Background: an optimization exercise with open tools, aiming at small area. Do not read the settings as production practice.
At most, simulation tests tie the RTL to the original design; equivalence was not proved.
Only the layout flow was run in runs 2 and 5; the RTL was not checked for function there.
Power and IR drop assume default switching activity. The flow treats the clock pin as an ideal source, which a real chip does not have.

==> flow/design.v <==
package rmsn_pkg;
    localparam int MAX_LEN_DEF = 64;
    localparam int VAL_W       = 16;
    localparam int EPS_W       = 24;
    localparam logic [EPS_W-1:0] EPS_RESET = 24'd168;
    localparam int RING_W      = 37;
endpackage
module rmsn_mem #(
    parameter int DEPTH = rmsn_pkg::MAX_LEN_DEF,
    parameter int W     = 2 * rmsn_pkg::VAL_W
) (
    input  logic         clk,
    input  logic         wr_en,
    input  logic [W-1:0] wr_data,
    output logic [DEPTH-1:0][W-1:0] q
);
    logic [DEPTH-1:0][W-1:0] ring;
    always_ff @(posedge clk)
    begin
        ring[0] <= wr_en ? wr_data : ring[DEPTH-1];
        for (int i = 1; i < DEPTH; i++)
        begin
            ring[i] <= ring[i-1];
        end
    end
    assign q = ring;
endmodule
module rmsn_unit (
    input  logic a,
    input  logic b,
    input  logic ci,
    output logic s,
    output logic co
);
    assign s  = a ^ b ^ ci;
    assign co = (a & b) | (a & ci) | (b & ci);
endmodule
module rms_normalizer_top #(
    parameter int MAX_LEN = rmsn_pkg::MAX_LEN_DEF
) (
    input  logic        clk,
    input  logic        rst_n,
    input  logic        psel,
    input  logic        penable,
    input  logic        pwrite,
    input  logic [2:0]  paddr,
    input  logic [31:0] pwdata,
    output logic [31:0] prdata,
    output logic        pready,
    input  logic        in_valid,
    output logic        in_stall,
    input  logic signed [15:0] element_value,
    input  logic signed [15:0] gain_weight,
    input  logic        end_of_vector,
    output logic        out_valid,
    input  logic        out_stall,
    output logic signed [15:0] normalized_value,
    output logic        final_output,
    output logic        length_overflow
);
    localparam int RW = rmsn_pkg::RING_W;
    typedef enum logic [3:0] {
        S_COL = 4'd0,    
        S_LD  = 4'd1,    
        S_M1  = 4'd2,    
        S_ADD = 4'd3,    
        S_MD  = 4'd4,    
        S_EPS = 4'd5,    
        S_RS  = 4'd6,    
        S_OW  = 4'd7,    
        S_M2  = 4'd8,    
        S_OV  = 4'd9     
    } state_t;
    state_t                     state;
    logic                       om;          
    logic [5:0]                 ph;
    logic [6:0]                 cnt;
    logic                       ovf;
    logic [5:0]                 k;
    logic [5:0]                 c;
    logic [5:0]                 u;
    logic                       lastf;
    logic                       xfirst;
    logic [rmsn_pkg::EPS_W-1:0] eps;
    logic                       take;
    logic                       wr;
    logic [63:0][31:0]          ring;
    assign pready = 1'b1;
    assign prdata = paddr[2] ? 32'd0 : {8'd0, eps};
    assign in_stall = !((state == S_COL) && (cnt[6] || (ph == cnt[5:0])));
    assign take     = in_valid && !in_stall;
    assign wr       = take && !cnt[6];
    rmsn_mem #(
        .DEPTH (MAX_LEN),
        .W     (32)
    ) u_mem (
        .clk     (clk),
        .wr_en   (wr),
        .wr_data ({element_value, gain_weight}),
        .q       (ring)
    );
    logic [15:0] xd;
    logic [15:0] wd;
    logic [3:0]  bi;
    logic        ld_bit;
    logic        xb;
    logic        wb;
    logic        xsgn;
    logic        neg;
    for (genvar gi = 0; gi < 16; gi++)
    begin : g_diag
        assign xd[gi] = ring[gi+1][16+gi];
        assign wd[gi] = ring[gi+1][gi];
    end
    always_comb
    begin
        bi     = 4'(c - 6'd1);
        ld_bit = (c >= 6'd1) && (c <= 6'd16);
        xb     = ld_bit ? xd[bi] : xsgn;
        wb     = ld_bit && wd[bi];
    end
    always_ff @(posedge clk)
    begin
        if ((state == S_LD) && (c == 6'd0))
        begin
            xsgn <= ring[0][31];
            neg  <= ring[0][31] ^ ring[0][15];
        end
    end
    logic [RW-1:0] xr;
    logic [RW-1:0] rr;
    logic [RW-1:0] r2;
    logic [RW-1:0] qr;
    logic          cx, cr, cr2;
    logic          rd, rd2, r2d1, r2d2, qd1, qd2, qd3, xd1, xd2;
    logic          bflop, qa, qb, pend, pos2, vz;
    logic [2:0]    bw;       
    logic [1:0]    pp;       
    logic          pprev;
    logic b1_one, b1_two, b1_neg, b2_one, b2_two, b2_neg;
    assign b1_one = bw[1] ^ bw[0];
    assign b1_two = (bw == 3'b100) || (bw == 3'b011);
    assign b1_neg = bw[2];
    assign b2_one = pp[0] ^ pprev;
    assign b2_two = ((pp == 2'b10) && !pprev) || ((pp == 2'b01) && pprev);
    assign b2_neg = pp[1];
    logic m16, m15, m14;
    assign m16 = om ? xr[16] : qr[16];
    assign m15 = om ? xr[15] : qr[15];
    assign m14 = om ? xr[14] : qr[14];
    logic x_a, x_b, x_ci, x_s, x_co, x_in, x_en;
    logic epsbit;
    always_comb
    begin
        epsbit = (c < 6'd24) ? eps[c[4:0]] : 1'b0;
        x_a    = xr[0] && !((state == S_ADD) && xfirst);
        x_b    = (state == S_EPS) ? epsbit : rr[0];
        x_ci   = (c == 6'd0) ? 1'b0 : cx;
        x_s    = x_a ^ x_b ^ x_ci;
        x_co   = (x_a & x_b) | (x_a & x_ci) | (x_b & x_ci);
        if ((state == S_ADD) || (state == S_EPS))
            x_in = x_s;
        else if ((state == S_MD) && (u >= 6'd2) && (c == 6'd38 - u))
            x_in = qb;
        else if (state == S_LD)
            x_in = wb;
        else if (state == S_M1)
            x_in = (c >= 6'd2) && xd2;
        else
            x_in = xr[0];
        x_en = (state == S_ADD) || (state == S_MD) || (state == S_EPS) || (state == S_RS)
            || (om && (((state == S_LD) && (c != 6'd0)) || (state == S_M1)));
    end
    logic r_first, r_a, r_sub, r_d, r_b, r_ci, r_s, r_co, nbit, r_step, r_in;
    always_comb
    begin
        nbit    = (c < 6'd7) ? cnt[c[2:0]] : 1'b0;
        r_first = (state == S_MD) ? (u == 6'd1) : (u == 6'd0);
        r_step  = ((state == S_MD) && (u >= 6'd1) && (u <= 6'd37)) || ((state == S_RS) && (u <= 6'd60));
        if (state == S_M1)
        begin
            r_a   = (c >= 6'd2) && rd2 && !r_first;
            r_sub = b1_neg;
            r_d   = b1_one ? r2[0] : (b1_two && r2d1 && (c != 6'd0));
        end
        else
        begin
            r_a   = (c == 6'd0) ? ((state == S_MD) ? bflop : (u == 6'd0)) : (rd && !r_first);
            r_sub = r_first || qb;
            r_d   = (state == S_MD) ? nbit : (xr[0] || ((c == 6'd0) && vz));
        end
        r_b     = r_d ^ r_sub;
        r_ci    = (c == 6'd0) ? r_sub : cr;
        r_s     = r_a ^ r_b ^ r_ci;
        r_co    = (r_a & r_b) | (r_a & r_ci) | (r_b & r_ci);
        if (state == S_M2)
            r_in = (c <= 6'd34) ? rr[2] : ((c == 6'd35) ? rr[1] : rr[0]);
        else
            r_in = r_s;
    end
    logic sq_act, sq_first, pos2e, a2, o2, b2, ci2, s2, co2, q_en, q_in, r2_en, r2_in;
    always_comb
    begin
        sq_act   = (state == S_RS) && u[0];
        sq_first = (u == 6'd1);
        pos2e    = sq_first || pos2;
        if (state == S_M2)
        begin
            if (u == 6'd0)
                a2 = neg ? (c < 6'd29) : (c == 6'd29);
            else if (c <= 6'd34)
                a2 = r2[2];
            else if (c == 6'd35)
                a2 = r2[1];
            else
                a2 = r2[0];
            o2  = b2_one ? qr[0] : (b2_two && qd1 && (c != 6'd0));
            b2  = o2 ^ b2_neg;
            ci2 = (c == 6'd0) ? b2_neg : cr2;
        end
        else
        begin
            if (c == 6'd0)
            begin
                a2 = qb;
                o2 = 1'b1;
            end
            else if (c == 6'd1)
            begin
                a2 = qa;
                o2 = !pos2e;
            end
            else if (c == 6'd2)
            begin
                a2 = r2d2 && !sq_first;
                o2 = pend && !sq_first;
            end
            else
            begin
                a2 = r2d2 && !sq_first;
                o2 = qd3 && !sq_first;
            end
            b2  = o2 ^ pos2e;
            ci2 = (c == 6'd0) ? pos2e : cr2;
        end
        s2    = a2 ^ b2 ^ ci2;
        co2   = (a2 & b2) | (a2 & ci2) | (b2 & ci2);
        if (state == S_LD)
            r2_in = xb;
        else if (state == S_M1)
            r2_in = r2[0];
        else
            r2_in = s2;
        r2_en = sq_act || (state == S_M2) || (state == S_M1) || ((state == S_LD) && (c != 6'd0));
        if (state == S_RS)
            q_in = ((c == 6'd0) ? pend : qd1) && !sq_first;
        else if (state == S_LD)
            q_in = xb;
        else if (state == S_M1)
            q_in = (c >= 6'd2) && qd2;
        else
            q_in = qr[0];
        q_en  = ((state == S_RS) && (u[0] || (u == 6'd62))) || (state == S_M2)
            || (!om && (((state == S_LD) && (c != 6'd0)) || (state == S_M1)));
    end
    always_ff @(posedge clk)
    begin
        if (x_en)
            xr <= {x_in, xr[RW-1:1]};
        cx   <= x_co;
        xd1  <= xr[0];
        xd2  <= xd1;
        rr   <= {r_in, rr[RW-1:1]};
        cr   <= r_co;
        rd   <= rr[0];
        rd2  <= rd;
        if (r2_en)
            r2 <= {r2_in, r2[RW-1:1]};
        cr2  <= co2;
        r2d1 <= r2[0];
        r2d2 <= r2d1;
        if (q_en)
            qr <= {q_in, qr[RW-1:1]};
        qd1  <= qr[0];
        qd2  <= qd1;
        qd3  <= qd2;
        if (state == S_EPS)
            vz <= ((c == 6'd0) ? 1'b1 : vz) && !x_s;
        if ((state == S_MD) && (u <= 6'd36) && (c == 6'd36 - u))
            bflop <= xr[0];
        if (state == S_EPS)
            qb <= 1'b0;
        else if (r_step && (c == 6'd36))
        begin
            qa <= qb;
            qb <= !r_s;
        end
        if (sq_act && (c == 6'd36))
        begin
            pend <= !s2;
            pos2 <= !s2;
        end
        if (((state == S_LD) && (c == 6'd37)) || ((state == S_M1) && (c == 6'd36)))
            bw <= {m16, m15, m14};
        if (((state == S_M1) || (state == S_M2)) && (c == 6'd36))
        begin
            pp    <= rr[2:1];
            pprev <= (state == S_M2) && pp[1];
        end
    end
    logic inrange;
    assign inrange          = (r2[RW-1:15] == '0) || (r2[RW-1:15] == '1);
    assign out_valid        = (state == S_OV);
    assign normalized_value = inrange ? r2[15:0] : (r2[RW-1] ? 16'h8000 : 16'h7fff);
    assign final_output     = (7'(k) + 7'd1 == cnt);
    assign length_overflow  = ovf;
    logic pass_end;
    assign pass_end = (c == 6'd36);
    always_ff @(posedge clk or negedge rst_n)
    begin
        if (!rst_n)
        begin
            state  <= S_COL;
            om     <= 1'b0;
            ph     <= '0;
            cnt    <= '0;
            ovf    <= 1'b0;
            k      <= '0;
            c      <= '0;
            u      <= '0;
            lastf  <= 1'b0;
            xfirst <= 1'b0;
            eps    <= rmsn_pkg::EPS_RESET;
        end
        else
        begin
            ph <= ph + 6'd1;
            if (psel && penable && pwrite && !paddr[2])
                eps <= pwdata[rmsn_pkg::EPS_W-1:0];
            c <= pass_end ? 6'd0 : c + 6'd1;
            if (pass_end)
                u <= u + 6'd1;
            case (state)
                S_COL:
                begin
                    if (take)
                    begin
                        c <= '0;
                        u <= '0;
                        if (cnt[6])
                        begin
                            ovf <= 1'b1;
                            if (end_of_vector)
                                state <= S_MD;
                        end
                        else
                        begin
                            cnt    <= cnt + 7'd1;
                            xfirst <= (cnt == 7'd0);
                            lastf  <= end_of_vector;
                            state  <= S_LD;
                        end
                    end
                end
                S_LD:
                begin
                    c <= c + 6'd1;
                    if (c == 6'd37)
                    begin
                        state <= S_M1;
                        c     <= '0;
                        u     <= '0;
                    end
                end
                S_M1:
                begin
                    if (pass_end && (u == 6'd7))
                    begin
                        state <= om ? S_M2 : S_ADD;
                        u     <= '0;
                    end
                end
                S_ADD:
                begin
                    if (pass_end)
                    begin
                        state <= lastf ? S_MD : S_COL;
                        u     <= '0;
                    end
                end
                S_MD:
                begin
                    if (pass_end && (u == 6'd38))
                        state <= S_EPS;
                end
                S_EPS:
                begin
                    if (pass_end)
                    begin
                        state <= S_RS;
                        u     <= '0;
                    end
                end
                S_RS:
                begin
                    if (pass_end && (u == 6'd62))
                    begin
                        state <= S_OW;
                        om    <= 1'b1;
                        k     <= '0;
                    end
                end
                S_OW:
                begin
                    if (ph == k)
                    begin
                        state <= S_LD;
                        c     <= '0;
                    end
                end
                S_M2:
                begin
                    if (pass_end && (u == 6'd15))
                        state <= S_OV;
                end
                S_OV:
                begin
                    if (!out_stall)
                    begin
                        if (7'(k) + 7'd1 == cnt)
                        begin
                            state <= S_COL;
                            om    <= 1'b0;
                            cnt   <= '0;
                            ovf   <= 1'b0;
                            lastf <= 1'b0;
                        end
                        else
                        begin
                            k     <= k + 6'd1;
                            state <= S_OW;
                        end
                    end
                end
                default:
                begin
                    state <= S_COL;
                end
            endcase
        end
    end
endmodule
==> flow/flow/run.sh <==
#!/bin/bash
# Standard ORFS flow; only the clock tree (no dummy loads) and the port
# buffer cell are chosen here. Tool output goes to flow_make.log.
set -euo pipefail
export CTS_ARGS="-sink_clustering_enable -repair_clock_nets -dont_use_dummy_load -buf_list sky130_fd_sc_hd__clkbuf_16 -sink_clustering_size 35 -sink_clustering_max_diameter 60"
export BUFFER_PORTS_ARGS="-buffer_cell sky130_fd_sc_hd__buf_1"
bash standard.sh > flow_make.log 2>&1
==> flow/standard.sh <==
#!/bin/bash
# synth_recipe.tcl (not shown) runs the flow's synth.tcl, then flattens the netlist and writes it again
# the make line also repeats each setting of config.mk as NAME=value (left out here)
make -C /OpenROAD-flow-scripts/flow DESIGN_CONFIG=/design/flow/config.mk WORK_HOME=/design/flow/orfs CLKGATE_MAP_FILE= SYNTH_SCRIPT=/design/flow/synth_recipe.tcl "${@:-finish}"
==> flow/config.mk <==
export PLATFORM = sky130hd
export DESIGN_NAME = rms_normalizer_top
export DESIGN_NICKNAME = rms_normalizer_top
export VERILOG_FILES = /design/flow/design.v
export SDC_FILE = /design/flow/constraint.sdc
export NUM_CORES = 4
export LEC_CHECK = 0
export CAP_MARGIN = 20
export CORE_MARGIN = 2
export CORE_UTILIZATION = 40
export CTS_BUF_LIST = sky130_fd_sc_hd__clkbuf_16
export CTS_CLUSTER_DIAMETER = 60
export CTS_CLUSTER_SIZE = 35
export SLEW_MARGIN = 20
==> flow/constraint.sdc <==
create_clock -name core_clock -period 10.0 [get_ports {clk}]
set_input_delay 2.0000 -clock core_clock [delete_from_list [all_inputs] [get_ports {clk}]]
set_output_delay 2.0000 -clock core_clock [all_outputs]
set_load 0.01 [all_outputs]
==> impl_metrics.tcl, run 1 <==
set metrics [dict create \
    antenna_found_initial 2 \
    cts_root_buffer "clkbuf_16" \
    fin_hold_ws_ns 0.2604 \
    synth-edff-count 123 \
    synthCells 2933 \
    start_util_pct 40.17 \
    p_per_area_mw_per_mm2 270.7 \
    overflow 0 \
    cts.sinks 2284 \
    synth.ff_latch_count 2284 \
    yosysSeqAreaShare_pct 91.12 \
    dominantRegCellSynth "dfxtp_1" \
    nets 3209 \
    maxCapViolations 0 \
    postCtsHoldBufs 0 \
    first_global_vias 18891 \
    placed_cells 4745 \
    io_pins 128 \
    post_cts_resized 0 \
    globalplace.congestion 0.8155 \
    diodes 0 \
    skew_ns 0.1340 \
    core_mm2 0.1292 \
    wirelength_um 63900 \
    die_w_um 364.1 \
    holdPathEnd "u_mem.ring[794]" \
    die_y_um 364.1 \
    startpoint_type "register" \
    leakagePower_nw 22.12 \
    htree_levels 3 \
    synth.distinct_cells 74 \
    slowest_delay_ns 0.54 \
    crit_type "register to output port" \
    r2r_setup_slack_ns 6.21 \
    worst_pin_slew_ns 0.9756 \
    die_area_mm2 0.1326 \
    status "no timing/DRC/antenna violations" \
    instances_no_fill 4855 \
    slowest_stage "or4_1" \
    synth_area_per_cell_um2 17.69 \
    holdCritStartpoint "u_mem.ring[762]" \
    arrival_ns 2.91 \
    report.final.slew_viol_count 0 \
    post_cts_buffers 0 \
    grt_max_degree 64 \
    multi_input_area_mm2 0.004259 \
    crit_chain "nand4_1 -> or4_1 -> nor3_1 -> buf_4 -> or3_1 -> nand2_1 -> buf_1" \
    yosys_warnings 2 \
    viasPerCell 4.011 \
    rr_endpoint "r2[36]" \
    drc 0 \
    post_drt_wl_per_cell_um 13.16 \
    ant_nets 0 \
    critPathMaxFanout 16 \
    relSlewSlack_pct 34.96 \
    cts_inserted_buffers 109 \
    cts_tree "done" \
    std_cell_rows 132 \
    reg2reg_depth 12 \
    clockBufferDepth 3 \
    r2r-start "c[0]" \
    grt_first_pass_wirelength_um 102200 \
    hpwl_um 36600 \
    drive_above_1_share_pct 7.260 \
    tns_ns 0 \
    firstDrtPassIters 5 \
    postSynth.asyncResetShare_pct 2.758 \
    drt_iter0_markers 1089 \
    rsz0062_at_grt "false" \
    hold_depth 0 \
    post-route-min-period_ns 4.911 \
    hold_viol 0 \
    hp-class "register to register" \
    endpoint_kind "output port" \
    crit_family "simple AND/OR/NAND/NOR gates" \
    vias 19471 \
    clkTransAtPathRegs_ns 0.11 \
    critPathBufInv 2 \
    worstSkewPairLatency_ns 0.74 \
    areaGrowthSynthToFinish_pct 10.04 \
    synth_area_mm2 0.05188 \
    io_buffer_count 108 \
    cp.required_ns 8.00 \
    period_share_pct 49.11 \
    setup_violations 0 \
    fillers 11320 \
    register_area_mm2 0.04727 \
    grtUsageTotal_pct 9.704 \
    vdd_drop_max_uv 147.9 \
    max_freq_mhz 203.6 \
]
metrics by stage:
step | cell area (µm²) | utilization (%) | total power, mW | setup slack, ns
floorplan | 51900 | - | 10.79 | 5.616
detailed placement | 54330 | 42.07 | 11.21 | 5.372
global placement | 54330 | 42.07 | 11.19 | 5.392
CTS | 57060 | 44.18 | 15.64 | 5.014
finish | 57080 | 44.20 | 15.45 | 5.089
global route | 57080 | 44.20 | 16.13 | 4.854
final cells by class:
| class | instances | area share, % |
|---|---|---|
| multi-input cells | 568 | 7.461 |
| repair buffers | 122 | 0.9315 |
| clock buffers | 109 | 4.778 |
| inverters | 30 | 0.1973 |
| flip-flops and latches | 2284 | 82.81 |
| well taps | 1742 | 3.818 |
Yosys cell counts, drive strengths merged (4+ instances only):
master  number  area share (%)
nand3       24            0.23
o211ai       4           0.058
nand4       11            0.13
nand2       67            0.48
nand2b       8           0.096
a211oi       8            0.13
nor2        32            0.23
inv         30            0.22
a31oi       12            0.14
dfxtp     2098              81
mux2        65             1.4
xnor2       23            0.39
a21oi       39            0.38
nor3        12            0.13
edfxtp     123             7.1
nor2b       30            0.36
ha          16            0.39
a311o        4           0.077
dfrtp       60             2.9
mux4        16            0.69
and2         7           0.089
o22ai       10            0.12
nor4        13            0.26
a21boi       4           0.058
clkbuf      29            0.21
buf         29            0.34
xor2        22            0.37
or3          7           0.084
mux2i       12            0.23
o21ai       53            0.53
and3        13            0.16
worst register-to-register path: cells and delay by family, from the launching register on:
family	cells	cell delay, ns
buffers and inverters	2	0.72
adders and majority gates	2	0.89
and+or+nand+nor	3	0.68
AOI/OAI and AO/OA	5	0.84
DFF	1	0.34
per-layer routing:
metal | vias to the layer above | global-route usage [%] | part of all wire [%]
li1 | 9777 | - | -
met1 | 9301 | 15.00 | 55
met2 | 271 | 12.95 | 38
met3 | 122 | 2.157 | 4.3
met4 | 0 | 3.954 | 2.8
met5 | - | 0 | 0
state kept, by name, indices dropped and copies added (netlist names), 3 cells and up:
| register | cells |
|---|---|
| c | 6 |
| ph | 6 |
| u | 6 |
| qr | 37 |
| rr | 37 |
| state | 4 |
| eps | 24 |
| xr | 37 |
| r2 | 37 |
| k | 6 |
| bw | 3 |
| u_mem.ring | 2048 |
| cnt | 7 |
logic make-up after synthesis:
family / share of synthesized area, %
DFF: 91.12
and+or+nand+nor: 2.557
AOI/OAI and AO/OA: 1.939
muxes: 2.337
buffers and inverters: 0.7669
xor gates and xnor gates: 0.7597
adders and majority gates: 0.5017
other: 0.01448
report_power, final:
group | internal [mW] | switching, mW | total, mW
registers | 9.65 | 0.213 | 9.86
logic | 0.426 | 0.741 | 1.17
clock network | 1.93 | 2.49 | 4.43
how the worst max path moves through the flow:
| stage | start | end | slack, ns | cells past startpoint |
|---|---|---|---|---|
| detailed placement | paddr[2] | prdata[5] | 5.37 | 4 |
| CTS | r2[30] | normalized_value[10] | 5.01 | 7 |
| global route | r2[27] | normalized_value[10] | 4.85 | 7 |
| global placement | paddr[2] | prdata[1] | 5.39 | 4 |
| finish | r2[30] | normalized_value[10] | 5.09 | 7 |
| floorplan | paddr[2] | prdata[10] | 5.62 | 2 |
cell usage in the layout, fill, tap and decap left out, types with 11 or more instances in the layout:
cell       Yosys  routed
dfxtp_1     2098    2098
edfxtp_1     123     123
clkbuf_16      0     109
buf_1          5     107
nand2_1       67      67
mux2_2        65      65
dfrtp_1       60      60
o21ai_0       51      51
a21oi_1       39      39
nor2_1        32      31
nor2b_1       30      30
inv_1         27      27
nand3_1       24      24
xnor2_1       23      23
xor2_1        22      22
mux4_2        16      16
ha_1          16      16
and3_1        13      13
buf_4         10      13
a31oi_1       12      12
mux2i_1       12      12
nor3_1        11      11
nand4_1       11      11
==> run 2: changes to the inputs <==
--- a/flow/design.v
+++ b/flow/design.v
@@ -162,4 +162,4 @@
             x_in = x_s;
-        else if ((state == S_MD) && (u >= 6'd2) && (c == 6'd38 - u))
-            x_in = qb;
+        else if (state == S_MD)
+            x_in = (c == 6'd0) ? qb : xd1;
         else if (state == S_LD)
@@ -288,3 +288,3 @@
             vz <= ((c == 6'd0) ? 1'b1 : vz) && !x_s;
-        if ((state == S_MD) && (u <= 6'd36) && (c == 6'd36 - u))
+        if ((state == S_MD) && (c == 6'd36))
             bflop <= xr[0];
@@ -314,3 +314,3 @@
     assign normalized_value = inrange ? r2[15:0] : (r2[RW-1] ? 16'h8000 : 16'h7fff);
-    assign final_output     = (7'(k) + 7'd1 == cnt);
+    assign final_output     = is_final;
     assign length_overflow  = ovf;
@@ -318,2 +318,27 @@
     assign pass_end = (c == 6'd36);
+    logic is_final;
+    assign is_final = (7'(k) + 7'd1 == cnt);
+    always_ff @(posedge clk)
+    begin
+        if (((state == S_COL) && take) || ((state == S_OW) && (ph == k)) || ((state == S_LD) && (c == 6'd37)))
+            c <= '0;
+        else if (state == S_LD)
+            c <= c + 6'd1;
+        else
+            c <= pass_end ? 6'd0 : c + 6'd1;
+        if (((state == S_COL) && take) || ((state == S_LD) && (c == 6'd37))
+            || (pass_end && (((state == S_M1) && (u == 6'd7)) || (state == S_ADD) || (state == S_EPS))))
+            u <= '0;
+        else if (pass_end)
+            u <= u + 6'd1;
+        if ((state == S_RS) && pass_end && (u == 6'd62))
+            k <= '0;
+        else if ((state == S_OV) && !out_stall)
+            k <= k + 6'd1;
+        if ((state == S_COL) && take && !cnt[6])
+        begin
+            lastf  <= end_of_vector;
+            xfirst <= (cnt == 7'd0);
+        end
+    end
     always_ff @(posedge clk or negedge rst_n)
@@ -327,7 +352,2 @@
             ovf    <= 1'b0;
-            k      <= '0;
-            c      <= '0;
-            u      <= '0;
-            lastf  <= 1'b0;
-            xfirst <= 1'b0;
             eps    <= rmsn_pkg::EPS_RESET;
@@ -339,5 +359,2 @@
                 eps <= pwdata[rmsn_pkg::EPS_W-1:0];
-            c <= pass_end ? 6'd0 : c + 6'd1;
-            if (pass_end)
-                u <= u + 6'd1;
             case (state)
@@ -347,4 +364,2 @@
                     begin
-                        c <= '0;
-                        u <= '0;
                         if (cnt[6])
@@ -358,4 +373,2 @@
                             cnt    <= cnt + 7'd1;
-                            xfirst <= (cnt == 7'd0);
-                            lastf  <= end_of_vector;
                             state  <= S_LD;
@@ -366,3 +379,2 @@
                 begin
-                    c <= c + 6'd1;
                     if (c == 6'd37)
@@ -370,4 +382,2 @@
                         state <= S_M1;
-                        c     <= '0;
-                        u     <= '0;
                     end
@@ -379,3 +389,2 @@
                         state <= om ? S_M2 : S_ADD;
-                        u     <= '0;
                     end
@@ -387,3 +396,2 @@
                         state <= lastf ? S_MD : S_COL;
-                        u     <= '0;
                     end
@@ -400,3 +408,2 @@
                         state <= S_RS;
-                        u     <= '0;
                     end
@@ -409,3 +416,2 @@
                         om    <= 1'b1;
-                        k     <= '0;
                     end
@@ -417,3 +423,2 @@
                         state <= S_LD;
-                        c     <= '0;
                     end
@@ -429,3 +434,3 @@
                     begin
-                        if (7'(k) + 7'd1 == cnt)
+                        if (is_final)
                         begin
@@ -435,3 +440,2 @@
                             ovf   <= 1'b0;
-                            lastf <= 1'b0;
                         end
@@ -439,3 +443,2 @@
                         begin
-                            k     <= k + 6'd1;
                             state <= S_OW;
==> flow/flow/run.sh (replaced) <==
#!/bin/bash
# Standard ORFS flow; only the clock tree (no dummy loads) and the port
# buffer cell are chosen here. Tool output goes to flow_make.log.
set -euo pipefail
export CTS_ARGS="-sink_clustering_enable -repair_clock_nets -dont_use_dummy_load -buf_list sky130_fd_sc_hd__clkbuf_16 -sink_clustering_size 40 -sink_clustering_max_diameter 50"
export BUFFER_PORTS_ARGS="-buffer_cell sky130_fd_sc_hd__buf_1"
bash standard.sh > flow_make.log 2>&1
--- a/flow/config.mk
+++ b/flow/config.mk
@@ -9,6 +9,7 @@
 export CORE_MARGIN = 2
-export CORE_UTILIZATION = 40
+export CORE_UTILIZATION = 65
 export CTS_BUF_LIST = sky130_fd_sc_hd__clkbuf_16
-export CTS_CLUSTER_DIAMETER = 60
-export CTS_CLUSTER_SIZE = 35
+export CTS_CLUSTER_DIAMETER = 50
+export CTS_CLUSTER_SIZE = 40
+export PLACE_DENSITY = 0.8
 export SLEW_MARGIN = 20
==> run 2 against run 1 <==
Still clean on timing, DRC and antenna. Combinational power is 16% lower. Worst setup slack worse by 0.27 ns. Final area is 1.8% lower. Routed wire length is 23% higher. Synthesized cell count is 2.0% lower. Area after synthesis is 0.75% lower. Power is 1.5% higher. Clock skew is 0.046 ns lower. Sequential share of layout area is 1.4 points higher. Die area is 39% lower. Non-clock buffer count is 6 lower. Clock power is 6.1% higher. Critical path type unchanged. Critical endpoint is now normalized_value[0]. Largest power group unchanged.
==> impl_metrics.tcl, run 2 <==
set metrics [dict create \
    p_switching_mw 3.482 \
    crit_family "simple AND/OR/NAND/NOR gates" \
    startpoint_type "register" \
    hp-class "register to register" \
    hold_viol 0 \
    endpoint_kind "output port" \
    wirelength_um 78810 \
    arrival_ns 3.19 \
    antenna_found_initial 4 \
    std_cell_rows 103 \
    crit_start "r2[36]" \
    yosys_warnings 2 \
    slowest_delay_ns 0.84 \
    slowest_stage "nor4_2" \
    critPathMaxFanout 16 \
    start_util_pct 65.39 \
    yosys.area.top_type "dfxtp_1" \
    synth_top_cell_area_share_pct 82.27 \
    first_global_vias 21268 \
    viasPerCell 4.751 \
    hpwl_um 42490 \
    maxCapViolations 0 \
    die_y_um 285.5 \
    synthCells 2873 \
    drc 0 \
    cts_root_buffer "clkbuf_16" \
    overflow 0 \
    total_power_mw 15.69 \
    relSlewSlack_pct 32.49 \
    die_area_mm2 0.08148 \
    synth-edff-count 125 \
    largest_reg_flops 2048 \
    post_cts_buffers 0 \
    pwr-share-comb_pct 6.2 \
    cp-endpoint "normalized_value[0]" \
    yosysSeqAreaShare_pct 91.65 \
    drt_iter0_markers 1039 \
    synth.ff_latch_count 2284 \
    core_mm2 0.07874 \
    vias 19514 \
    cp_num_cells 6 \
    cts_tree "done" \
    grtUsageTotal_pct 19.85 \
    post-route-min-period_ns 5.186 \
    synth_area_mm2 0.05149 \
    postCtsHoldBufs 0 \
    ant_nets 0 \
    synth_area_per_cell_um2 17.92 \
    postSynth.asyncResetShare_pct 1.883 \
    nets 3152 \
    leakagePower_nw 21.98 \
    worst_pin_slew_ns 1.004 \
    diodes 0 \
    worstSkewPairLatency_ns 0.70 \
    final_common_cell "dfxtp_1" \
    p_per_area_mw_per_mm2 280.0 \
    cp.required_ns 8.00 \
    clockBufferDepth 3 \
    post_drt_wl_per_cell_um 19.19 \
    rr_endpoint "r2[36]" \
    regMostFlops "u_mem.ring" \
    synth_area_leaders "dfxtp_1, edfxtp_1, dfrtp_1" \
    rsz0062_at_grt "false" \
    r2r-start "c[1]" \
    p_int_mw 12.21 \
    synth.distinct_cells 86 \
    max_freq_mhz 192.8 \
    io_pins 128 \
    swShare_pct 22.19 \
    r2r_setup_slack_ns 6.32 \
    globalplace.congestion 0.8102 \
    post_cts_resized 0 \
    firstDrtPassIters 5 \
    clkTransAtPathRegs_ns 0.10 \
    grt_max_degree 44 \
    setup_violations 0 \
    die_w_um 285.5 \
    crit_chain "nor4_1 -> nand4_1 -> nor4_2 -> or3_1 -> nand2_1 -> buf_1" \
    tns_ns 0 \
    status "no timing/DRC/antenna violations" \
    holdCritStartpoint "r2d1" \
    report.final.slew_viol_count 0 \
    areaGrowthSynthToFinish_pct 8.816 \
    crit_type "register to output port" \
    drive_above_1_share_pct 7.556 \
    period_share_pct 51.86 \
    cts_inserted_buffers 119 \
    htree_levels 3 \
    synthMostInstantiatedCell "dfxtp_1" \
    cts.sinks 2284 \
    vdd_drop_max_uv 155.8 \
    ys_top_cells_by_count "dfxtp_1, edfxtp_1, mux2_2, nand2_1, nor2_1" \
    critPathBufInv 1 \
    power_frac_clock_pct 30.0 \
    final_cell_mix "dfxtp_1, edfxtp_1, clkbuf_16" \
    io_buffer_count 108 \
    dominantRegCellSynth "dfxtp_1" \
    skew_ns 0.08754 \
    reg2reg_depth 11 \
    seqPwrFrac_pct 63.8 \
    grt_first_pass_wirelength_um 124000 \
]
## run 2: changes by cell type after synthesis, sizes merged, moves of 15 or more
cell / previous run / this run
o21ai: 53 / 30
nor2: 32 / 47
dfrtp: 60 / 40
dfxtp: 2098 / 2116
a21oi: 39 / 24
## run 2: logic make-up (layout without fill, tap and decap cells)
group / count (synthesis) / in the layout / synth area share (%)
other: 2 / 9 / 0.01458
muxes: 88 / 88 / 2.253
buffers and inverters: 79 / 256 / 0.7363
AOI/OAI and AO/OA: 122 / 122 / 1.618
DFF: 2284 / 2284 / 91.65
adders and majority gates: 19 / 19 / 0.5006
xor gates and xnor gates: 45 / 45 / 0.7654
and+or+nand+nor: 234 / 234 / 2.459
## run 2: per-stage QoR
step | hold WS [ns] | instances | util [%] | instance area, µm² | setup slack (ns)
after floorplan | 0.3096 | 2880 | - | 51520 | 5.296
after global placement | 0.3097 | 3987 | 67.33 | 53020 | 4.882
after detailed placement | 0.3121 | 3987 | 67.33 | 53020 | 4.746
after CTS | 0.2721 | 4106 | 71.11 | 56000 | 4.740
after global routing | 0.2719 | 4107 | 71.16 | 56030 | 4.497
final | 0.2649 | 4107 | 71.16 | 56030 | 4.814
## run 2: worst reg2reg max path, cell delays in order (launching register included)
cell,delay [ns]
dfxtp_1,0.49
buf_4,0.30
inv_1,0.15
ha_1,0.31
nand2_1,0.54
nand2_1,0.20
nand3_1,0.12
a21oi_1,0.06
o31a_1,0.31
fa_1,0.60
nor3_1,0.08
a211o_1,0.27
## run 2: worst min-delay path by stage
stage                                  end  cells past startpoint
after detailed placement  u_mem.ring[1380]                      0
final                                 r2d2                      0
after global routing                  r2d2                      0
after global placement      u_mem.ring[37]                      0
after floorplan                     rr[10]                      0
after CTS                             r2d2                      0
## run 2: final cells by class
| cell class | instances | area (µm²) |
|---|---|---|
| clock buffers | 119 | 2978 |
| fillers | 4523 | 22710 |
| inverters | 21 | 78.83 |
| multi-input cells | 517 | 3976 |
| flip-flops and latches | 2284 | 47190 |
| well taps | 1050 | 1314 |
| repair buffers | 116 | 490.5 |
## run 2: metal layers
metal	up-vias	wire (µm)	GRT usage [%]
met5	-	0	0
met1	9536	35850	27.17
met3	116	2365	2.767
li1	9545	-	-
met4	0	1742	5.628
met2	317	38850	33.54
## run 2: power by group through the flow
stage / Combinational, mW / Sequential, mW / Clock [mW]
after floorplan: 0.709 / 10.1 / 0
after global placement: 0.946 / 10.2 / 0
after detailed placement: 0.958 / 10.2 / 0
after CTS: 0.968 / 10.0 / 4.81
after global routing: 1.07 / 10.1 / 5.11
final: 0.980 / 10.0 / 4.70
==> run 3: changes to the inputs <==
--- a/flow/design.v
+++ b/flow/design.v
@@ -146,7 +146,3 @@
     assign b2_neg = pp[1];
-    logic m16, m15, m14;
-    assign m16 = om ? xr[16] : qr[16];
-    assign m15 = om ? xr[15] : qr[15];
-    assign m14 = om ? xr[14] : qr[14];
-    logic x_a, x_b, x_ci, x_s, x_co, x_in, x_en;
+    logic x_a, x_b, x_ci, x_s, x_co, x_in;
     logic epsbit;
@@ -155,3 +151,3 @@
         epsbit = (c < 6'd24) ? eps[c[4:0]] : 1'b0;
-        x_a    = xr[0] && !((state == S_ADD) && xfirst);
+        x_a    = qr[0] && !((state == S_ADD) && xfirst);
         x_b    = (state == S_EPS) ? epsbit : rr[0];
@@ -160,8 +156,6 @@
         x_co   = (x_a & x_b) | (x_a & x_ci) | (x_b & x_ci);
-        if ((state == S_ADD) || (state == S_EPS))
+        if (state == S_EPS)
             x_in = x_s;
-        else if (state == S_MD)
-            x_in = (c == 6'd0) ? qb : xd1;
         else if (state == S_LD)
-            x_in = wb;
+            x_in = om ? wb : xb;
         else if (state == S_M1)
@@ -170,4 +164,2 @@
             x_in = xr[0];
-        x_en = (state == S_ADD) || (state == S_MD) || (state == S_EPS) || (state == S_RS)
-            || (om && (((state == S_LD) && (c != 6'd0)) || (state == S_M1)));
     end
@@ -256,6 +248,6 @@
             q_in = ((c == 6'd0) ? pend : qd1) && !sq_first;
-        else if (state == S_LD)
-            q_in = xb;
-        else if (state == S_M1)
-            q_in = (c >= 6'd2) && qd2;
+        else if (state == S_ADD)
+            q_in = x_s;
+        else if (state == S_MD)
+            q_in = (c == 6'd0) ? qb : qd1;
         else
@@ -263,3 +255,3 @@
         q_en  = ((state == S_RS) && (u[0] || (u == 6'd62))) || (state == S_M2)
-            || (!om && (((state == S_LD) && (c != 6'd0)) || (state == S_M1)));
+            || (state == S_ADD) || (state == S_MD) || (state == S_EPS);
     end
@@ -267,4 +259,3 @@
     begin
-        if (x_en)
-            xr <= {x_in, xr[RW-1:1]};
+        xr   <= {x_in, xr[RW-1:1]};
         cx   <= x_co;
@@ -289,3 +280,3 @@
         if ((state == S_MD) && (c == 6'd36))
-            bflop <= xr[0];
+            bflop <= qr[0];
         if (state == S_EPS)
@@ -303,3 +294,3 @@
         if (((state == S_LD) && (c == 6'd37)) || ((state == S_M1) && (c == 6'd36)))
-            bw <= {m16, m15, m14};
+            bw <= xr[16:14];
         if (((state == S_M1) || (state == S_M2)) && (c == 6'd36))
==> flow/flow/run.sh (replaced) <==
#!/bin/bash
# Standard ORFS flow; only the clock tree (no dummy loads) and the port
# buffer cell are chosen here. Tool output goes to flow_make.log.
set -euo pipefail
export CTS_ARGS="-sink_clustering_enable -repair_clock_nets -dont_use_dummy_load -buf_list sky130_fd_sc_hd__clkbuf_16 -sink_clustering_size 35 -sink_clustering_max_diameter 60"
export BUFFER_PORTS_ARGS="-buffer_cell sky130_fd_sc_hd__buf_1"
bash standard.sh > flow_make.log 2>&1
--- a/flow/config.mk
+++ b/flow/config.mk
@@ -9,7 +9,6 @@
 export CORE_MARGIN = 2
-export CORE_UTILIZATION = 65
+export CORE_UTILIZATION = 40
 export CTS_BUF_LIST = sky130_fd_sc_hd__clkbuf_16
-export CTS_CLUSTER_DIAMETER = 50
-export CTS_CLUSTER_SIZE = 40
-export PLACE_DENSITY = 0.8
+export CTS_CLUSTER_DIAMETER = 60
+export CTS_CLUSTER_SIZE = 35
 export SLEW_MARGIN = 20
==> run 3 against run 2 <==
Final area is 0.11% higher. Sequential power is 8% lower. Maximum frequency is 4.6% higher. Global-route usage is 11 points lower. Area after synthesis is 0.92% lower. First-iteration DRC count is 3.0% higher. Clock power is 6.0% lower. Sequential cell count stayed put. Utilization is 27 points lower. Critical path depth stayed put. Synthesized cell count hardly changed. Critical path type unchanged. Largest power group unchanged. Highest routed layer is now met5.
==> impl_metrics.tcl, run 3 <==
set metrics [dict create \
    status "no timing/DRC/antenna violations" \
    cts.sinks 2284 \
    vdd_drop_max_uv 140.5 \
    synth_area_leaders "dfxtp_1, edfxtp_1, dfrtp_1" \
    firstDrtPassIters 5 \
    grt_first_pass_wirelength_um 96390 \
    relSlewSlack_pct 36.44 \
    tns_ns 0 \
    nets 3142 \
    register_area_mm2 0.04682 \
    multi_input_area_mm2 0.003897 \
    cts_inserted_buffers 108 \
    fillers 10946 \
    ys_top_cells_by_count "dfxtp_1, edfxtp_1, mux2_2" \
    die_w_um 361.1 \
    overflow 0 \
    synthCells 2872 \
    final_cell_mix "dfxtp_1, clkbuf_16, buf_1" \
    areaGrowthSynthToFinish_pct 9.939 \
    synth_area_mm2 0.05102 \
    rsz0062_at_grt "false" \
    report.final.slew_viol_count 0 \
    std_cell_rows 131 \
    final_common_cell "dfxtp_1" \
    synth.distinct_cells 70 \
    post_drt_wl_per_cell_um 12.85 \
    htree_levels 3 \
    endpoint_kind "output port" \
    hold_viol 0 \
    crit_chain "nand4_1 -> or4_1 -> nor3_2 -> or3_1 -> nand2_1 -> buf_1" \
    ant_nets 0 \
    synth.ff_latch_count 2284 \
    dominantRegCellSynth "dfxtp_1" \
    skew_ns 0.05528 \
    vias 18775 \
    slowest_delay_ns 0.57 \
    maxCapViolations 0 \
    post_cts_resized 0 \
    clkTransAtPathRegs_ns 0.11 \
    cp.required_ns 8.00 \
    leakagePower_nw 21.82 \
    p_per_area_mw_per_mm2 244.1 \
    grtUsageTotal_pct 9.259 \
    drive_above_1_share_pct 6.958 \
    io_pins 128 \
    yosys_warnings 2 \
    worstSkewPairLatency_ns 0.71 \
    arrival_ns 2.96 \
    critPathMaxFanout 16 \
    setup_violations 0 \
    postCtsHoldBufs 0 \
    clockBufferDepth 3 \
    hpwl_um 34370 \
    period_share_pct 49.59 \
    yosys.area.top_type "dfxtp_1" \
    worst_pin_slew_ns 0.9534 \
    yosysSeqAreaShare_pct 91.77 \
    wirelength_um 60590 \
    largest_reg_flops 2048 \
    core_mm2 0.1270 \
    antenna_found_initial 3 \
    postSynth.asyncResetShare_pct 1.883 \
    cts_root_buffer "clkbuf_16" \
    post_cts_buffers 0 \
    post-route-min-period_ns 4.959 \
    start_util_pct 40.16 \
    first_global_vias 17840 \
    synth-edff-count 88 \
    grt_max_degree 44 \
    drt_iter0_markers 1070 \
    synthMostInstantiatedCell "dfxtp_1" \
    globalplace.congestion 0.8000 \
    cts_tree "done" \
    hp-class "register to register" \
    total_power_mw 13.69 \
    io_buffer_count 108 \
    startpoint_type "register" \
    regMostFlops "u_mem.ring" \
    die_area_mm2 0.1304 \
    crit_type "register to output port" \
    max_freq_mhz 201.7 \
    synth_top_cell_area_share_pct 84.48 \
    drc 0 \
    die_y_um 361.1 \
    synth_area_per_cell_um2 17.76 \
    slowest_stage "nor3_2" \
    viasPerCell 3.983 \
]
-- run 3: worst max-delay path: cells and delay by family (launching register included) --
| family | cells | cell delay [ns] |
|---|---|---|
| flip-flops | 1 | 0.37 |
| buffers and inverters | 1 | 0.14 |
| AND/OR/NAND/NOR | 5 | 1.75 |
-- run 3: final cells by class --
| class | instances | area share [%] |
|---|---|---|
| repair buffers | 117 | 0.8833 |
| flip-flops and latches | 2284 | 83.48 |
| clock buffers | 108 | 4.818 |
| well taps | 1662 | 3.707 |
| diodes | 5 | 0.02231 |
| multi-input cells | 517 | 6.948 |
| inverters | 21 | 0.1405 |
-- run 3: logic make-up after synthesis --
family                     count (synthesis)  share of synthesized area (%)
adders and majority gates                 18                         0.4856
and+or+nand+nor                          228                          2.364
other                                      2                        0.01472
AOI/OAI and AO/OA                        130                          1.643
xor gates and xnor gates                  44                         0.7553
buffers and inverters                     78                         0.6916
muxes                                     88                          2.271
DFF                                     2284                          91.77
-- run 3: metrics by stage --
stage	std cells	setup WS (ns)	util (%)	area, µm²	hold WS (ns)
2_1_floorplan	2879	4.911	-	51050	0.3096
3_3_place_gp	4600	4.886	41.99	53340	0.3098
3_5_place_dp	4600	4.790	41.99	53340	0.3121
4_1_cts	4708	4.583	44.12	56050	0.2730
5_1_grt	4709	4.734	44.15	56080	0.2747
6_report	4714	5.041	44.16	56090	0.2730
-- run 3: final timing paths --
check	from	to	slack, ns	depth (start not counted)
max	r2[33]	normalized_value[11]	5.04	6
min	u_mem.ring[680]	u_mem.ring[712]	0.27	0
max reg2reg	c[0]	r2[36]	5.98	11
min reg2reg	u_mem.ring[680]	u_mem.ring[712]	0.27	0
max in group asynchronous	rst_n	eps[16]	8.18	2
min in group asynchronous	rst_n	state[0]	1.40	2
-- run 3: layer usage --
layer / vias up / routed length, µm / global-route usage, %
met4: 4 / 1800 / 4.069
met3: 123 / 2657 / 2.035
met5: - / 24 / 0
met2: 273 / 22730 / 12.30
met1: 8879 / 33380 / 14.26
li1: 9496 / - / -
-- run 3: where the power goes --
group	internal [mW]	switching [mW]
clock	1.92	2.50
sequential	9.17	0.0207
combinational	0.0448	0.0406
==> run 4: changes to the inputs <==
==> flow/flow/run.sh (replaced) <==
#!/bin/bash
# Standard ORFS flow; only the clock tree (no dummy loads) and the port
# buffer cell are chosen here. Tool output goes to flow_make.log.
set -euo pipefail
export CTS_ARGS="-sink_clustering_enable -repair_clock_nets -dont_use_dummy_load -buf_list sky130_fd_sc_hd__clkbuf_16 -sink_clustering_size 35 -sink_clustering_max_diameter 100"
export BUFFER_PORTS_ARGS="-buffer_cell sky130_fd_sc_hd__buf_1"
bash standard.sh > flow_make.log 2>&1
==> run 4 against run 3 <==
Power is 4.6% lower. Via count decreased by 1.4%. Cell count shrank 0.68%. Maximum frequency grew 0.69%. Critical path depth stayed put. Clock power shrank 14%. Largest power group unchanged.
==> impl_metrics.tcl, run 4 <==
set metrics [dict create \
    stdcell_area_mm2 0.05531 \
    skew_ns 0.07006 \
    cp.required_ns 8.00 \
    worst_pin_slew_ns 0.9639 \
    vias 18517 \
    period_share_pct 49.25 \
    final_common_cell "dfxtp_1" \
    endpoint_kind "output port" \
    drt_iter0_markers 1099 \
    overflow 0 \
    tns_ns 0 \
    dominantRegCellSynth "dfxtp_1" \
    core_mm2 0.1270 \
    postCtsHoldBufs 0 \
    grt_first_pass_wirelength_um 94900 \
    dpl_cell_area_mm2 0.05334 \
    r2r-start "c[0]" \
    slowest_stage "nor3_2" \
    crit_type "register to output port" \
    die_w_um 361.1 \
    firstDrtPassIters 4 \
    status "no timing/DRC/antenna violations" \
    relSlewSlack_pct 35.74 \
    grtUsageTotal_pct 9.071 \
    synth-edff-count 88 \
    post_drt_wl_per_cell_um 12.71 \
    synth_area_per_cell_um2 17.76 \
    multi_input_area_mm2 0.003897 \
    synthMostInstantiatedCell "dfxtp_1" \
    slowest_delay_ns 0.57 \
    pre_cts_ws_ns 4.790 \
    rsz0062_at_grt "false" \
    worstSkewPairLatency_ns 0.67 \
    start_util_pct 40.16 \
    fin_ws_ns 5.075 \
    clkTransAtPathRegs_ns 0.12 \
    drive_above_1_share_pct 6.001 \
    viasPerCell 3.955 \
    hold_viol 0 \
    cts_root_buffer "clkbuf_16" \
    register_area_mm2 0.04682 \
    std_cell_rows 131 \
    postSynth.asyncResetShare_pct 1.883 \
    vdd_drop_max_uv 117.3 \
    startpoint_type "register" \
    arrival_ns 2.93 \
    cts.sinks 2284 \
    hpwl_um 34370 \
    wirelength_um 59510 \
    clockBufferDepth 3 \
    report.final.slew_viol_count 0 \
    antenna_found_initial 3 \
    crit_start "r2[34]" \
    synth.ff_latch_count 2284 \
    ys_top_cells_by_count "dfxtp_1, edfxtp_1, mux2_2" \
    holdCritStartpoint "u_mem.ring[1268]" \
    setup_violations 0 \
    crit_chain "nand4_1 -> or4_1 -> nor3_2 -> or3_1 -> nand2_1 -> buf_1" \
    yosys_warnings 2 \
    drc 0 \
    synthCells 2872 \
    hp-class "register to register" \
    nets 3111 \
    final_cell_mix "dfxtp_1, buf_1, edfxtp_1" \
    critPathMaxFanout 16 \
    yosysSeqAreaShare_pct 91.77 \
    synth_area_leaders "dfxtp_1, edfxtp_1, dfrtp_1" \
    cts_tree "done" \
    htree_levels 3 \
    yosys.area.top_type "dfxtp_1" \
    fillers 11010 \
    leakagePower_nw 21.44 \
    synth_top_cell_area_share_pct 84.48 \
    ant_nets 0 \
    synth_area_mm2 0.05102 \
    io_buffer_count 108 \
    grt_max_degree 44 \
    areaGrowthSynthToFinish_pct 8.414 \
    io_pins 128 \
    post-route-min-period_ns 4.925 \
    p_per_area_mw_per_mm2 236.1 \
    globalplace.congestion 0.8000 \
    regMostFlops "u_mem.ring" \
    first_global_vias 17604 \
    post_cts_buffers 0 \
    maxCapViolations 0 \
    post_cts_resized 0 \
    die_area_mm2 0.1304 \
    largest_reg_flops 2048 \
    die_y_um 361.1 \
    synth.distinct_cells 70 \
    max_freq_mhz 203.0 \
    cts_inserted_buffers 77 \
]
## run 4: cells by family after synthesis
| family | Yosys count | synth area share, % |
|---|---|---|
| flip-flops | 2284 | 91.77 |
| AND/OR/NAND/NOR | 228 | 2.364 |
| AO/OA/AOI/OAI | 130 | 1.643 |
| multiplexers | 88 | 2.271 |
| buffers and inverters | 78 | 0.6916 |
| XOR/XNOR | 44 | 0.7553 |
| adder cells (fa/ha/maj) | 18 | 0.4856 |
| other | 2 | 0.01472 |
## run 4: metal layers
metal / share of wire [%] / vias up / GRT usage (%) / wire (µm)
li1: - / 9415 / - / -
met1: 56 / 8785 / 14.20 / 33160
met2: 38 / 225 / 12.19 / 22440
met3: 4.2 / 88 / 1.847 / 2487
met4: 2.4 / 4 / 3.314 / 1416
met5: 0.024 / - / 0 / 14
## run 4: cell type report
cell class	count	area share [%]
Sequential cell	2284	84.65
Multi-Input combinational cell	517	7.046
Tap cell	1662	3.759
Clock buffer	77	3.484
Timing Repair Buffer	117	0.8958
Inverter	21	0.1425
Antenna cell	4	0.01810
## run 4: power breakdown
| group | internal [mW] | total, mW | switching (mW) |
|---|---|---|---|
| Sequential | 9.17 | 9.19 | 0.0205 |
| Clock | 1.40 | 3.79 | 2.38 |
| Combinational | 0.0448 | 0.0852 | 0.0403 |
| Total | 10.6 | 13.1 | 2.44 |
## run 4: critical path, delay by kind of cell (launching register included)
family                 cells  cell delay, ns
DFF                        1            0.39
and+or+nand+nor            5            1.76
buffers and inverters      1            0.14
## run 4: path summary, 6_finish.rpt
| kind | to | slack, ns | cells past startpoint |
|---|---|---|---|
| setup / recovery | normalized_value[11] | 5.07 | 6 |
| hold / removal | u_mem.ring[1300] | 0.28 | 0 |
| setup reg to reg | r2[36] | 5.96 | 11 |
| hold reg to reg | u_mem.ring[1300] | 0.28 | 0 |
| max in group asynchronous | ph[2] | 8.11 | 2 |
| min in group asynchronous | eps[23] | 1.43 | 2 |
## run 4: through the flow
| step | total power [mW] | util, % | std cells | hold slack [ns] |
|---|---|---|---|---|
| detailed placement | 9.484 | 41.99 | 4600 | 0.3121 |
| global route | 13.55 | 43.54 | 4678 | 0.2766 |
| finish | 13.06 | 43.54 | 4682 | 0.2779 |
| global placement | 9.482 | 41.99 | 4600 | 0.3098 |
| floorplan | 9.441 | - | 2879 | 0.3096 |
| CTS | 13.24 | 43.51 | 4677 | 0.2747 |
==> run 5: changes to the inputs <==
--- a/flow/design.v
+++ b/flow/design.v
@@ -78,3 +78,3 @@
     logic                       ovf;
-    logic [5:0]                 k;
+    logic [6:0]                 k;           
     logic [5:0]                 c;
@@ -135,3 +135,3 @@
     logic          rd, rd2, r2d1, r2d2, qd1, qd2, qd3, xd1, xd2;
-    logic          bflop, qa, qb, pend, pos2, vz;
+    logic          bflop, qa, qb, pend, vz;
     logic [2:0]    bw;       
@@ -197,3 +197,3 @@
         sq_first = (u == 6'd1);
-        pos2e    = sq_first || pos2;
+        pos2e    = sq_first || pend;
         if (state == S_M2)
@@ -291,3 +291,2 @@
             pend <= !s2;
-            pos2 <= !s2;
         end
@@ -309,7 +308,9 @@
     assign pass_end = (c == 6'd36);
-    logic is_final;
-    assign is_final = (7'(k) + 7'd1 == cnt);
+    logic       is_final;
+    logic [5:0] ph_next;
+    assign is_final = (k == cnt);
+    assign ph_next  = ph + 6'd1;
     always_ff @(posedge clk)
     begin
-        if (((state == S_COL) && take) || ((state == S_OW) && (ph == k)) || ((state == S_LD) && (c == 6'd37)))
+        if (((state == S_COL) && take) || ((state == S_OW) && (ph_next == k[5:0])) || ((state == S_LD) && (c == 6'd37)))
             c <= '0;
@@ -325,5 +326,5 @@
         if ((state == S_RS) && pass_end && (u == 6'd62))
-            k <= '0;
+            k <= 7'd1;
         else if ((state == S_OV) && !out_stall)
-            k <= k + 6'd1;
+            k <= k + 7'd1;
         if ((state == S_COL) && take && !cnt[6])
@@ -347,3 +348,3 @@
         begin
-            ph <= ph + 6'd1;
+            ph <= ph_next;
             if (psel && penable && pwrite && !paddr[2])
@@ -411,3 +412,3 @@
                 begin
-                    if (ph == k)
+                    if (ph_next == k[5:0])
                     begin
==> run 5 against run 4 <==
Sequential share of layout area down 0.12 points. Largest power group unchanged. Power grew 11%. Via count grew 0.48%. Cell count grew 0.15%. Count of clock-buffer cells in the layout stayed put. Synthesized cell count grew 0.28%.
==> impl_metrics.tcl, run 5 <==
set metrics [dict create \
    drive_above_1_share_pct 5.030 \
    largest_reg_flops 2048 \
    yosys_warnings 2 \
    postCtsHoldBufs 0 \
    antenna_found_initial 5 \
    synth_area_mm2 0.05114 \
    endpoint_kind "output port" \
    clockBufferDepth 3 \
    pwr-share-comb_pct 6.5 \
    report.final.slew_viol_count 0 \
    hpwl_um 35670 \
    final_common_cell "dfxtp_1" \
    vdd_drop_max_uv 133.8 \
    seqPwrFrac_pct 67.3 \
    post_cts_resized 0 \
    cp_num_cells 6 \
    p_per_area_mw_per_mm2 261.3 \
    final_util_pct 43.57 \
    cp.required_ns 8.00 \
    multi_input_area_mm2 0.003994 \
    cts_root_buffer "clkbuf_16" \
    met1_usage_pct 14.39 \
    grt-busiest-layer "met1" \
    grt.met2_usage_pct 12.64 \
    postSynth.asyncResetShare_pct 1.882 \
    ys_top_cells_by_count "dfxtp_1, edfxtp_1, nand2_1" \
    p_int_mw 11.29 \
    yosys.area.top_type "dfxtp_1" \
    wirelength_um 60940 \
    hp-class "register to register" \
    worst_pin_slew_ns 0.9168 \
    synth.distinct_cells 73 \
    met3_usage_pct 2.099 \
    viasPerCell 3.968 \
    synth.ff_latch_count 2285 \
    drt_iter0_markers 1064 \
    areaGrowthSynthToFinish_pct 8.368 \
    instances_no_fill 4689 \
    critPathMaxFanout 16 \
    startpoint_type "register" \
    placed_cells 4607 \
    regMostFlops "u_mem.ring" \
    post-route-min-period_ns 5.010 \
    dominantRegCellSynth "dfxtp_1" \
    firstDrtPassIters 5 \
    swShare_pct 22.03 \
    worstSkewPairLatency_ns 0.67 \
    rsz0062_at_grt "false" \
    leakagePower_nw 21.43 \
    reg2reg_depth 8 \
    maxCapViolations 0 \
    globalplace.congestion 0.7998 \
    status "no timing/DRC/antenna violations" \
    crit_type "register to output port" \
    final_cell_mix "dfxtp_1, buf_1, edfxtp_1" \
    synth_area_leaders "dfxtp_1, edfxtp_1, dfrtp_1" \
    critPathBufInv 1 \
    setup_violations 0 \
    total_power_mw 14.48 \
    slowest_delay_ns 0.62 \
    die_area_mm2 0.1307 \
    yosysSeqAreaShare_pct 91.61 \
    post_drt_wl_per_cell_um 13.00 \
    vias 18606 \
    ant_nets 0 \
    clkTransAtPathRegs_ns 0.12 \
    nets 3117 \
    grt_first_pass_wirelength_um 96950 \
    die_y_um 361.6 \
    tns_ns 0 \
    start_util_pct 40.20 \
    grt_max_degree 44 \
    crit_chain "nand4_1 -> or4_1 -> nor3_2 -> or3_1 -> nand2_1 -> buf_1" \
    p_switching_mw 3.190 \
    relSlewSlack_pct 38.88 \
    core_mm2 0.1272 \
    post_cts_buffers 0 \
    cts_tree "done" \
    cts.sinks 2285 \
    hold_viol 0 \
    io_pins 128 \
    cts_inserted_buffers 77 \
    synth-edff-count 88 \
    max_freq_mhz 199.6 \
    arrival_ns 3.01 \
    drc 0 \
    synthCells 2880 \
    fillers 11136 \
    synth_area_per_cell_um2 17.76 \
    die_w_um 361.6 \
    io_buffer_count 108 \
    power_frac_clock_pct 26.2 \
    hold_depth 0 \
    skew_ns 0.05081 \
    std_cell_rows 131 \
    period_share_pct 50.10 \
    overflow 0 \
    synthMostInstantiatedCell "dfxtp_1" \
    slowest_stage "nor3_2" \
    htree_levels 3 \
    crit_family "simple AND/OR/NAND/NOR gates" \
    synth_top_cell_area_share_pct 84.33 \
    register_area_mm2 0.04684 \
    grtUsageTotal_pct 9.286 \
    first_global_vias 17885 \
]
run 5: cell count changes in the layout (fill, tap and decap cells not counted), moves of 6 or more:
cell     delta
mux2_2     -35
mux2_1     +32
xnor2_1    -14
xor2_1     +14
a21oi_1     -9
o21ai_0     +6
run 5: area by class of cell:
class	instances	area share [%]
Sequential cell	2285	84.53
Antenna cell	5	0.02258
Inverter	21	0.1422
Clock buffer	77	3.477
Multi-Input combinational cell	524	7.207
Tap cell	1662	3.753
Timing Repair Buffer	115	0.8648
run 5: per-layer routing:
layer  vias to the layer above  wire, µm  share of wire (%)
li1                       9434         -                  -
met1                      8816     33760                 55
met4                         2      1611                2.6
met3                       105      2538                4.2
met5                         -        10              0.016
met2                       249     23020                 38
run 5: cells by family (layout without fill, tap and decap cells):
kind of cell / count (synthesis) / count (layout) / synth area share, %
AOI/OAI and AO/OA: 118 / 118 / 1.483
xor gates and xnor gates: 44 / 44 / 0.7536
adders and majority gates: 19 / 19 / 0.5040
buffers and inverters: 78 / 213 / 0.7145
DFF: 2285 / 2285 / 91.61
muxes: 92 / 92 / 2.376
other: 2 / 14 / 0.01469
and+or+nand+nor: 242 / 242 / 2.550
run 5: stage by stage:
stage	hold slack (ns)	instance area (µm²)	worst slack, ns
detailed placement	0.3121	53460	5.310
floorplan	0.3096	51160	5.616
CTS	0.2817	55390	4.572
finish	0.2764	55420	4.990
global placement	0.3096	53440	5.377
global route	0.2865	55410	4.701
run 5: path summary, 6_finish.rpt:
check                                  from             endpoint  slack [ns]
min in group asynchronous             rst_n               eps[6]        1.42
max reg2reg                            c[0]               qr[36]        6.33
max in group asynchronous             rst_n               cnt[6]        8.15
min                        u_mem.ring[1194]     u_mem.ring[1226]        0.28
max                                  r2[28]  normalized_value[8]        4.99
min reg2reg                u_mem.ring[1194]     u_mem.ring[1226]        0.28
run 5: power by group through the flow:
stage	Sequential [mW]	Combinational [mW]	Clock (mW)
4_1_cts	9.76	0.949	3.96
3_3_place_gp	9.95	0.902	0
2_1_floorplan	9.80	0.755	0
5_1_grt	9.80	1.04	4.26
3_5_place_dp	9.96	0.946	0
6_report	9.75	0.940	3.79
run 5: worst register-to-register path: stages (launching register included):
cell,delay [ns]
dfxtp_2,0.94
mux4_2,0.64
mux2i_1,0.40
a221oi_1,0.19
a31oi_1,0.28
fa_1,0.51
nor4_1,0.30
a31oi_1,0.07
o21ai_0,0.17

-- port drivers added, routing unchanged --
In the flow no input, the clock included, has a driving cell. The finished layouts below were timed again as built, in two steps.
Step 1 (the two cells are an assumption about what drives the block):
set clk [get_ports {clk}]
set_driving_cell -lib_cell sky130_fd_sc_hd__clkbuf_16 $clk
set_driving_cell -lib_cell sky130_fd_sc_hd__buf_2 [delete_from_list [all_inputs] $clk]
Step 2 also shifts input and output timing later by t, the mid clock arrival at the registers, as if the neighbouring blocks saw the same clock.
Three values: ideal, step 1, step 2; two values: the first two.
run | t, ns | slack for setup (ns) | clock arrival spread, ns | worst slew at a driven data input, ns
run 1 | 0.748 | 5.089 / 5.017 / 5.343 | 0.136 / 0.136 | 0.05
run 2 | 0.724 | 4.814 / 4.749 / 5.128 | 0.104 / 0.105 | 0.05
run 3 | 0.757 | 5.041 / 4.971 / 5.212 | 0.072 / 0.072 | 0.08
run 4 | 0.705 | 5.075 / 5.006 / 5.213 | 0.076 / 0.076 | 0.08
run 5 | 0.709 | 4.990 / 4.921 / 5.321 | 0.067 / 0.067 | 0.07
After both steps setup and hold are still met in every run listed.
